Background: an optimization exercise with open tools, aiming at small area and a short achievable clock period. Do not read the settings as production practice.
Only simulation tests tie the RTL to the original design; equivalence was not proved.

==> flow/design.v <==
package mips_defs;
    typedef enum logic [2:0] {
        MD_NONE  = 3'd0,
        MD_MULT  = 3'd1,
        MD_MULTU = 3'd2,
        MD_DIV   = 3'd3,
        MD_DIVU  = 3'd4,
        MD_MTHI  = 3'd5,
        MD_MTLO  = 3'd6
    } md_op_e;
endpackage
module md_add35 (
    input  logic [34:0] x,
    input  logic [34:0] y,
    input  logic        ci,
    output logic [34:0] s
);
    logic [35:0] g, p;
    logic [34:0] h;
    always_comb begin
        g[0] = ci;
        p[0] = 1'b0;
        for (int i = 0; i < 35; i++) begin
            g[i+1] = x[i] & y[i];
            p[i+1] = x[i] ^ y[i];
            h[i]   = x[i] ^ y[i];
        end
        for (int l = 1; l < 36; l = l * 2)
            for (int i = 2 * l - 1; i < 36; i += 2 * l) begin
                g[i] = g[i] | (p[i] & g[i-l]);
                p[i] = p[i] & p[i-l];
            end
        for (int l = 16; l >= 1; l = l / 2)
            for (int i = 3 * l - 1; i < 36; i += 2 * l) begin
                g[i] = g[i] | (p[i] & g[i-l]);
                p[i] = p[i] & p[i-l];
            end
        for (int i = 0; i < 35; i++) s[i] = h[i] ^ g[i];
    end
endmodule
module md_cneg (
    input  logic [31:0] x,
    input  logic        en,
    output logic [31:0] y
);
    logic [32:0] o;      
    always_comb begin
        o[0] = 1'b0;
        for (int i = 0; i < 32; i++) begin
            y[i]   = x[i] ^ (en & o[i]);
            o[i+1] = o[i] | x[i];
        end
    end
endmodule
module md_step (
    input  logic        dvj,      
    input  logic        df,       
    input  logic [33:0] u,
    input  logic [32:0] ms,       
    input  logic        nz,
    input  logic        two,
    input  logic        negm,     
    input  logic        bneg,     
    input  logic        qp,       
    input  logic        qin,      
    output logic [34:0] s,        
    output logic        q,        
    output logic [33:0] un        
);
    logic [34:0] m35, x, y;
    logic        neg;
    assign neg = dvj ? (qp ^ bneg) : negm;
    assign m35 = {{2{ms[32]}}, ms};
    assign y   = ((two ? {m35[33:0], 1'b0} : m35) & {35{nz}}) ^ {35{neg}};
    assign x   = {u[33], u};
    md_add35 u_add (.x(x), .y(y), .ci(neg), .s(s));
    assign q  = ~s[34];
    assign un = df ? {s[32:0], qin} : {s[34], s[34:2]};
endmodule
module md_dp (
    input  logic        busy,
    input  logic        dv,
    input  logic        sg,
    input  logic [3:0]  cnt,
    input  logic        bprev,
    input  logic        aneg_r,
    input  logic [31:0] m,
    input  logic [33:0] ph,
    input  logic [31:0] pl,
    input  logic [31:0] hi,
    input  logic [31:0] lo,
    output logic        last,
    output logic [33:0] ph_n,
    output logic [31:0] pl_n,
    output logic        bprev_n,
    output logic        aneg_n,
    output logic [31:0] hi_r,
    output logic [31:0] lo_r
);
    logic first;
    assign first = (cnt == 4'd0);
    assign last  = dv ? (cnt == 4'd9) : (cnt == 4'd4);
    logic [32:0] ms;
    logic        a_neg, b_neg, div_zero;
    assign ms       = {sg & m[31], m};
    assign b_neg    = sg & m[31];
    assign div_zero = (m == 32'd0);
    assign a_neg    = first ? (sg & pl[31]) : aneg_r;
    logic [31:0] pl_neg, rem_neg;
    md_cneg u_negq (.x(pl), .en(dv & (first ? a_neg : (aneg_r ^ b_neg))), .y(pl_neg));
    md_cneg u_negr (.x(s[0][32:1]), .en(aneg_r), .y(rem_neg));
    logic       fix;
    logic [3:0] dvj, nz, two, negm, qp, qin;
    assign fix = dv & (cnt == 4'd9);
    always_comb begin
        for (int j = 0; j < 4; j++) begin
            logic b2, b1, b0;
            b2 = pl[2*j+1];
            b1 = pl[2*j];
            b0 = (j == 0) ? bprev : pl[2*j-1];
            dvj[j] = dv & ~fix & ~first;
            if (dv && first) begin
                nz[j]   = 1'b0;
                two[j]  = 1'b0;
                negm[j] = 1'b0;
            end else if (dv) begin
                nz[j]   = (j == 0) ? (~fix | ph[33]) : 1'b1;
                two[j]  = fix;
                negm[j] = b_neg;
            end else if (cnt == 4'd4) begin
                nz[j]   = (j == 0) & ~sg & bprev;
                two[j]  = 1'b0;
                negm[j] = 1'b0;
            end else begin
                nz[j]   = (b1 ^ b0) | (b2 ^ b1);
                two[j]  = ~(b1 ^ b0);
                negm[j] = b2 & ~(b1 & b0);
            end
            qin[j] = (dv && first) ? ((j == 3) & pl_neg[31]) : pl[30-j];
        end
    end
    logic [33:0] u [0:4];
    logic [34:0] s [0:3];
    logic [3:0]  q;
    assign u[0] = ph;
    assign qp   = {q[2:0], ~ph[33]};
    for (genvar j = 0; j < 4; j++) begin : g_step
        md_step u_step (
            .dvj(dvj[j]), .df(dv), .u(u[j]), .ms(ms), .nz(nz[j]), .two(two[j]), .negm(negm[j]),
            .bneg(b_neg), .qp(qp[j]), .qin(qin[j]), .s(s[j]), .q(q[j]), .un(u[j+1])
        );
    end
    always_comb begin
        hi_r = hi;
        lo_r = lo;
        if (busy && last && (!dv || !div_zero)) begin
            hi_r = dv ? rem_neg : s[0][31:0];
            lo_r = pl_neg;
        end
    end
    always_comb begin
        bprev_n = bprev;
        aneg_n  = aneg_r;
        if (dv) begin
            ph_n = u[4];
            if (first) begin
                aneg_n = a_neg;
                pl_n   = pl_neg;
            end else begin
                pl_n = {pl[27:0], q[0], q[1], q[2], q[3]};
            end
        end else begin
            ph_n    = u[4];
            pl_n    = {s[3][1:0], s[2][1:0], s[1][1:0], s[0][1:0], pl[31:8]};
            bprev_n = pl[7];
        end
    end
endmodule
module md_unit (
    input  logic        clk,
    input  logic        reset,
    input  logic        start,
    input  logic        cancel,
    input  logic [2:0]  op,
    input  logic [31:0] a,
    input  logic [31:0] b,
    output logic        busy,
    output logic [31:0] hi,
    output logic [31:0] lo
);
    logic        idle;      
    logic        dv;        
    logic        sg;        
    logic [3:0]  cnt;       
    logic        bprev;     
    logic        aneg_r;    
    logic [31:0] m;         
    logic [33:0] ph;        
    logic [31:0] pl;        
    logic        last, bprev_n, aneg_n;
    logic [33:0] ph_n;
    logic [31:0] pl_n, hi_r, lo_r;
    md_dp u_dp (
        .busy(!idle), .dv(dv), .sg(sg), .cnt(cnt), .bprev(bprev), .aneg_r(aneg_r),
        .m(m), .ph(ph), .pl(pl), .hi(hi), .lo(lo),
        .last(last), .ph_n(ph_n), .pl_n(pl_n), .bprev_n(bprev_n), .aneg_n(aneg_n),
        .hi_r(hi_r), .lo_r(lo_r)
    );
    logic go, mthi, mtlo;
    assign go   = start && !cancel && idle;
    assign mthi = go && (op == 3'd5);
    assign mtlo = go && (op == 3'd6);
    logic run;
    assign run = go && (op != 3'd0) && (op[2:1] != 2'b11) && (op != 3'd5);
    logic hi_a, hi_k, lo_a, lo_k;
    assign hi_a = mthi && !reset;
    assign hi_k = !mthi && !reset;
    assign lo_a = mtlo && !reset;
    assign lo_k = !mtlo && !reset;
    always_ff @(posedge clk) begin
        hi <= ({32{hi_a}} & a) | ({32{hi_k}} & hi_r);
        lo <= ({32{lo_a}} & a) | ({32{lo_k}} & lo_r);
    end
    always_ff @(posedge clk) begin
        if (reset) begin
            busy <= 1'b0;
            idle <= 1'b1;
        end else begin
            if (!idle) begin
                busy <= !last;
                idle <= last;
            end else begin
                busy <= run;
                idle <= !run;
            end
        end
    end
    always_ff @(posedge clk) begin
        if (idle) begin
            m     <= b;
            pl    <= a;
            ph    <= '0;
            cnt   <= '0;
            bprev <= 1'b0;
            dv    <= op[2] | (op[1] & op[0]);    
            sg    <= (op == 3'd1) || (op == 3'd3);
        end else begin
            cnt    <= cnt + 4'd1;
            ph     <= ph_n;
            pl     <= pl_n;
            bprev  <= bprev_n;
            aneg_r <= aneg_n;
        end
    end
endmodule
clock: 100.0 ns
lec_check: 0
abc_area: 1
cap_margin: 20
core_margin: 2
core_utilization: 40
slew_margin: 35
synth_hierarchical: 1
synth_minimum_keep_size: 2000
standard.sh (not shown) runs the stock make flow with config.mk's settings and CLKGATE_MAP_FILE= SYNTH_SCRIPT=/design/flow/synth_recipe.tcl, a recipe that flattens the netlist after the stock synthesis.
==> flow/flow/run.sh <==
#!/bin/bash
# The standard layout (standard.sh) with these changes:
#  - synthesis maps with ORFS's ABC area script, with dch -f and without its upsize step (flow/abc_area.script),
#  - the ports get plain buffers (buf_1) instead of delay cells,
#  - clock tree synthesis uses a clkbuf_16 root, clkbuf_8 elsewhere, and no dummy loads.
# Tool output: standard_make.log here and ORFS's own logs under orfs/logs.
set -euo pipefail
W=$(pwd)
rm -rf "$W/orfs_scripts"
cp -r "$FLOW_HOME/scripts" "$W/orfs_scripts"
cp "$W/flow/abc_area.script" "$W/orfs_scripts/abc_area.script"
export SCRIPTS_DIR="$W/orfs_scripts"
export BUFFER_PORTS_ARGS="-buffer_cell sky130_fd_sc_hd__buf_1"
export CTS_ARGS="-sink_clustering_enable -repair_clock_nets -dont_use_dummy_load -root_buf sky130_fd_sc_hd__clkbuf_16 -buf_list sky130_fd_sc_hd__clkbuf_8"
bash standard.sh > standard_make.log 2>&1
==> flow/flow/abc_area.script <==
strash
dch -f
map -B 0.9
topo
stime -c
buffer -c
dnsize -c
Change:
--- a/flow/design.v
+++ b/flow/design.v
@@ -53,9 +53,8 @@
     end
 endmodule
 module md_step (
     input  logic        dvj,      
-    input  logic        df,       
     input  logic [33:0] u,
     input  logic [32:0] ms,       
     input  logic        nz,
     input  logic        two,
@@ -74,9 +73,9 @@
     assign y   = ((two ? {m35[33:0], 1'b0} : m35) & {35{nz}}) ^ {35{neg}};
     assign x   = {u[33], u};
     md_add35 u_add (.x(x), .y(y), .ci(neg), .s(s));
     assign q  = ~s[34];
-    assign un = df ? {s[32:0], qin} : {s[34], s[34:2]};
+    assign un = dvj ? {s[32:0], qin} : {s[34], s[34:2]};
 endmodule
 module md_dp (
     input  logic        busy,
     input  logic        dv,
@@ -117,14 +116,10 @@
             logic b2, b1, b0;
             b2 = pl[2*j+1];
             b1 = pl[2*j];
             b0 = (j == 0) ? bprev : pl[2*j-1];
-            dvj[j] = dv & ~fix & ~first;
-            if (dv && first) begin
-                nz[j]   = 1'b0;
-                two[j]  = 1'b0;
-                negm[j] = 1'b0;
-            end else if (dv) begin
+            dvj[j] = dv & ~fix;
+            if (dv) begin
                 nz[j]   = (j == 0) ? (~fix | ph[33]) : 1'b1;
                 two[j]  = fix;
                 negm[j] = b_neg;
             end else if (cnt == 4'd4) begin
@@ -135,9 +130,9 @@
                 nz[j]   = (b1 ^ b0) | (b2 ^ b1);
                 two[j]  = ~(b1 ^ b0);
                 negm[j] = b2 & ~(b1 & b0);
             end
-            qin[j] = (dv && first) ? ((j == 3) & pl_neg[31]) : pl[30-j];
+            qin[j] = pl[30-j];
         end
     end
     logic [33:0] u [0:4];
     logic [34:0] s [0:3];
@@ -145,9 +140,9 @@
     assign u[0] = ph;
     assign qp   = {q[2:0], ~ph[33]};
     for (genvar j = 0; j < 4; j++) begin : g_step
         md_step u_step (
-            .dvj(dvj[j]), .df(dv), .u(u[j]), .ms(ms), .nz(nz[j]), .two(two[j]), .negm(negm[j]),
+            .dvj(dvj[j]), .u(u[j]), .ms(ms), .nz(nz[j]), .two(two[j]), .negm(negm[j]),
             .bneg(b_neg), .qp(qp[j]), .qin(qin[j]), .s(s[j]), .q(q[j]), .un(u[j+1])
         );
     end
     always_comb begin
@@ -161,13 +156,14 @@
     always_comb begin
         bprev_n = bprev;
         aneg_n  = aneg_r;
         if (dv) begin
-            ph_n = u[4];
             if (first) begin
                 aneg_n = a_neg;
                 pl_n   = pl_neg;
+                ph_n   = {33'd0, pl_neg[31]};
             end else begin
+                ph_n = u[4];
                 pl_n = {pl[27:0], q[0], q[1], q[2], q[3]};
             end
         end else begin
             ph_n    = u[4];
@@ -211,22 +207,17 @@
     assign mthi = go && (op == 3'd5);
     assign mtlo = go && (op == 3'd6);
     logic run;
     assign run = go && (op != 3'd0) && (op[2:1] != 2'b11) && (op != 3'd5);
-    logic hi_a, hi_k, lo_a, lo_k;
-    assign hi_a = mthi && !reset;
-    assign hi_k = !mthi && !reset;
-    assign lo_a = mtlo && !reset;
-    assign lo_k = !mtlo && !reset;
-    always_ff @(posedge clk) begin
-        hi <= ({32{hi_a}} & a) | ({32{hi_k}} & hi_r);
-        lo <= ({32{lo_a}} & a) | ({32{lo_k}} & lo_r);
-    end
     always_ff @(posedge clk) begin
         if (reset) begin
             busy <= 1'b0;
             idle <= 1'b1;
+            hi   <= '0;
+            lo   <= '0;
         end else begin
+            hi <= mthi ? a : hi_r;
+            lo <= mtlo ? a : lo_r;
             if (!idle) begin
                 busy <= !last;
                 idle <= last;
             end else begin
What happened: Worst hold slack degrades by 6.7 ps. Wire length rises by 2.9%. Clock-buffer cell count stays the same. Synthesized area rises by 3.0%. Final cell count rises by 6.1%. Setup slack improves by 360 ps. First-iteration DRC count falls by 14%. Clock skew falls by 3.1 ps. Via count rises by 4.5%. Final area rises by 3.0%. Critical path depth falls by 4. Global-route usage stays flat.

[static timing again, ports no longer ideal]
In the flow no input, the clock included, has a driving cell. The finished layouts below were timed again as built, in two steps.
Step 1 (the two cells are an assumption about what drives the block):
set clk [get_ports {clk}]
set_driving_cell -lib_cell sky130_fd_sc_hd__clkbuf_16 $clk
set_driving_cell -lib_cell sky130_fd_sc_hd__buf_2 [delete_from_list [all_inputs] $clk]
Step 2 times the ports against the registers' clock, not the clock port: input delays grow and output delays shrink by t, the midpoint of the rising clock arrivals with the driver on.
Three values: ideal, step 1, step 2; two values: the first two.
run	shift t [ns]	setup WS [ns]	hold slack, ns	slew at the worst register clock pin (ns)	worst data-port slew with drivers (ns)
the first run	0.494	78.601 / 78.627 / 78.133	0.506 / 0.506 / 0.506	0.12 / 0.12	0.04
the second run	0.498	78.961 / 78.908 / 78.493	0.499 / 0.499 / 0.499	0.12 / 0.12	0.05
After both steps setup and hold are still met in every run listed.
